This design comes from an exercise in tuning for small area, a short achievable clock period and few clock cycles per item on the open sky130 flow, not from production work.
Only simulation tests tie the RTL to the original design; equivalence was not proved.
Power figures rest on the tool's default switching activity, not on a simulated workload.

== run 1 ==
Design blocked_process_delay_table, start of the top module:
module blocked_process_delay_table (
    input  logic                          clk,
    input  logic                          rst_n,
    input  logic                          in_valid,
    output logic                          in_stall,
    input  logic                          arrival_valid,
    input  logic [bpdt_pkg::ID_W-1:0]     process_id,
    input  logic [bpdt_pkg::TICK_W-1:0]   block_ticks,
    input  logic [bpdt_pkg::WAIT_W-1:0]   wait_so_far,
    output logic                          out_valid,
    input  logic                          out_stall,
    output logic                          released_valid,
    output logic [bpdt_pkg::ID_W-1:0]     released_id,
    output logic [bpdt_pkg::WAIT_W-1:0]   released_wait,
    output logic [bpdt_pkg::OCC_W-1:0]    occupancy,
    output logic                          arrival_dropped
);
Size: roughly 6,800 cells after synthesis, ~88 I/O pins, ~120,000 um^2 of cells after synthesis.
==> flow/config.mk <==
export PLATFORM = sky130hd
export DESIGN_NAME = blocked_process_delay_table
export DESIGN_NICKNAME = blocked_process_delay_table
export VERILOG_FILES = /design/flow/design.v
export SDC_FILE = /design/flow/constraint.sdc
export NUM_CORES = 4
export LEC_CHECK = 0
export CAP_MARGIN = 20
export CORE_MARGIN = 2
export CORE_UTILIZATION = 60
export CTS_BUF_LIST = sky130_fd_sc_hd__clkbuf_16
export CTS_CLUSTER_DIAMETER = 100
export CTS_CLUSTER_SIZE = 25
export SETUP_SLACK_MARGIN = 3.3
export SLEW_MARGIN = 20
export TNS_END_PERCENT = 20
==> flow/constraint.sdc <==
create_clock -name core_clock -period 6.0 [get_ports {clk}]
set_input_delay 1.2000 -clock core_clock [delete_from_list [all_inputs] [get_ports {clk}]]
set_output_delay 1.2000 -clock core_clock [all_outputs]
set_load 0.01 [all_outputs]
standard.sh (not shown) runs the stock make flow with config.mk's settings and CLKGATE_MAP_FILE= SYNTH_SCRIPT=/design/flow/synth_recipe.tcl, a recipe that flattens the netlist after the stock synthesis.
==> flow/flow/run.sh <==
#!/bin/bash
# Own layout flow: the standard layout (standard.sh) with two changes:
#  - synthesis maps the logic with flow/abc.script (see flow/synth.tcl);
#  - the port buffers that ORFS inserts are buf_4 cells.
# Everything else, including the flow settings in config.mk, is standard.sh's.
# The whole make output goes to make.log here; ORFS keeps each step's log
# under orfs/logs.
set -euo pipefail
W=$(pwd)
sed -e "s#SYNTH_SCRIPT=[^ ]*#SYNTH_SCRIPT=$W/flow/synth.tcl#" standard.sh > own_standard.sh
grep -q "SYNTH_SCRIPT=$W/flow/synth.tcl" own_standard.sh
export OWN_ABC_SCRIPT=$W/flow/abc.script
export BUFFER_PORTS_ARGS="-buffer_cell sky130_fd_sc_hd__buf_4"
bash own_standard.sh > make.log 2>&1
test -s out/final.def
==> flow/flow/abc.script <==
strash
&get -n
&st
&dch -f
&nf {D}
&put
buffer -c
upsize {D}
dnsize {D}
==> flow/flow/synth.tcl <==
# The standard synthesis (synth_recipe.tcl), with one change: the ABC
# technology-mapping script is flow/abc.script instead of ORFS's. Flip-flops
# are mapped before ABC runs, so registers, their names and cell types are
# those of the standard synthesis.
proc synth {args} { yosys synth -nofsm -noshare {*}$args }
proc abc {args} {
  set i [lsearch -exact $args -script]
  if {$i >= 0} { lset args [expr {$i + 1}] $::env(OWN_ABC_SCRIPT) }
  yosys abc {*}$args
}
source $::env(SCRIPTS_DIR)/synth.tcl
# left out here: clear keep_hierarchy, flatten, clean up, hide names made inside functions, write 1_2_yosys.v
Testbench counts of run 1, summed over its fixed seeds: cycles 9,632, items 9,600.
diff inputs: run 1 => run 2
-- flow/flow/abc.script --
<<< run 1, line 4
&dch -f
>>> run 2, line 4
&dch
-- flow/config.mk --
<<< run 1, line 10
export CORE_UTILIZATION = 60
>>> run 2, line 10
export CORE_UTILIZATION = 55
<<< run 1, line 16
export TNS_END_PERCENT = 20
>>> run 2, line 16
export TNS_END_PERCENT = 5
### Flow results
Re routing usage on met1: run 2 is 0.39 points down on run 1. For synthesized-area fraction occupied by adder cells, run 1 and run 2 come out practically identical. Looking at routed wire length, run 2 sits 8.6% above run 1. Lower critical path depth was reported by run 2, not run 1. The higher number of cells on the worst reg-to-reg path came out of run 1. Clock power essentially unchanged between run 1 and run 2. Going from run 1 to run 2, die area +about 9%; largest net degree at the start of global routing rose by 1; xor and xnor area share after synthesis closely matched the old numbers. Run 2 vs. run 1: share of the clock period used by the worst path after layout went up by 3.1 points; total power draw went down by 2.1 mW.
> inputs changed (run 2 -> run 3)
==> flow/run.sh (new file) <==
#!/bin/bash
# synth_recipe.tcl (not shown) runs the flow's synth.tcl, then flattens the netlist and writes it again
# the make line also repeats each setting of config.mk as NAME=value (left out here)
make -C /OpenROAD-flow-scripts/flow DESIGN_CONFIG=/design/flow/config.mk WORK_HOME=/design/flow/orfs CLKGATE_MAP_FILE= SYNTH_SCRIPT=/design/flow/synth_recipe.tcl finish
-- flow/config.mk --
<<< run 2, line 11
export CTS_BUF_LIST = sky130_fd_sc_hd__clkbuf_16
export CTS_CLUSTER_DIAMETER = 100
export CTS_CLUSTER_SIZE = 25
>>> run 3, line 11
removed: flow/flow/run.sh
removed: flow/flow/abc.script
removed: flow/flow/synth.tcl
removed: flow/standard.sh
Notes after the runs:
From run 2 to run 3 the numbers moved as follows: synthesized area climbed 1100 um^2; count of unique library cells instantiated by Yosys went up; non-clock buffer count rose by 29%. Summary of run 3 over run 2: via count of the first global-routing pass increased 17%, clock share of power up 12 points, total number of vias went up by 13,500, register fraction of the total cell area has decreased, post-cts repair resize count rose 16.
diff inputs: run 3 => run 4
-- flow/config.mk --
<<< run 3, line 11
>>> run 4, line 11
export CTS_BUF_LIST = sky130_fd_sc_hd__clkbuf_16
export CTS_CLUSTER_DIAMETER = 100
export CTS_CLUSTER_SIZE = 25
- In the tables for run 4 and run 3, number of buffers created by CTS reads lower with run 4.
- Headroom to the max-slew limit in run 4 vs run 3: up 1.7 points
- When run 4 is set beside run 3, its routed wire length on met2 turns out to be 1.1% smaller.
- Comparing run 4 and run 3, number of cells on the critical path is lower on run 3.
- The total via count in the routed design number comes out higher for run 3 vs run 4.
- The more densely filled core belongs to run 3, not run 4.
- Total area of multi-input combinational cells, run 4 vs run 3: up slightly
- Start point of the critical path: r_q[33] -> run 3, r_q[61] -> run 4

==> what the ideal ports hide <==
How much do the figures lean on ideal ports? The routed layouts below were timed once more, with nothing changed but the port constraints.
Step 1 assumes that a clkbuf_16 drives the clock port and a buf_2 every other input.
Step 2 moves the port delays by t, midway between the first and last clock arrival at a register: inputs arrive t later, outputs are due t later. That takes back most of the time a late clock gives input paths.
Three values: ideal ports, drivers, drivers and shift; two values: the first two.
run | t, ns | slack for setup (ns) | clock arrival spread, ns | worst data-port slew with drivers (ns)
run 1 | 0.944 | 2.992 / 2.992 / 2.804 | 0.035 / 0.035 | 0.08
run 2 | 0.932 | 2.803 / 2.803 / 2.497 | 0.048 / 0.048 | 0.08
run 3 | 1.046 | 2.666 / 2.666 / 2.264 | 0.090 / 0.089 | 0.06
run 4 | 0.952 | 2.616 / 2.616 / 2.292 | 0.063 / 0.064 | 0.07
After both steps setup and hold are still met in every run listed. The setup slack of run 3, which loses most, moves by 0.000 ns with the drivers and by -0.402 ns with both steps.
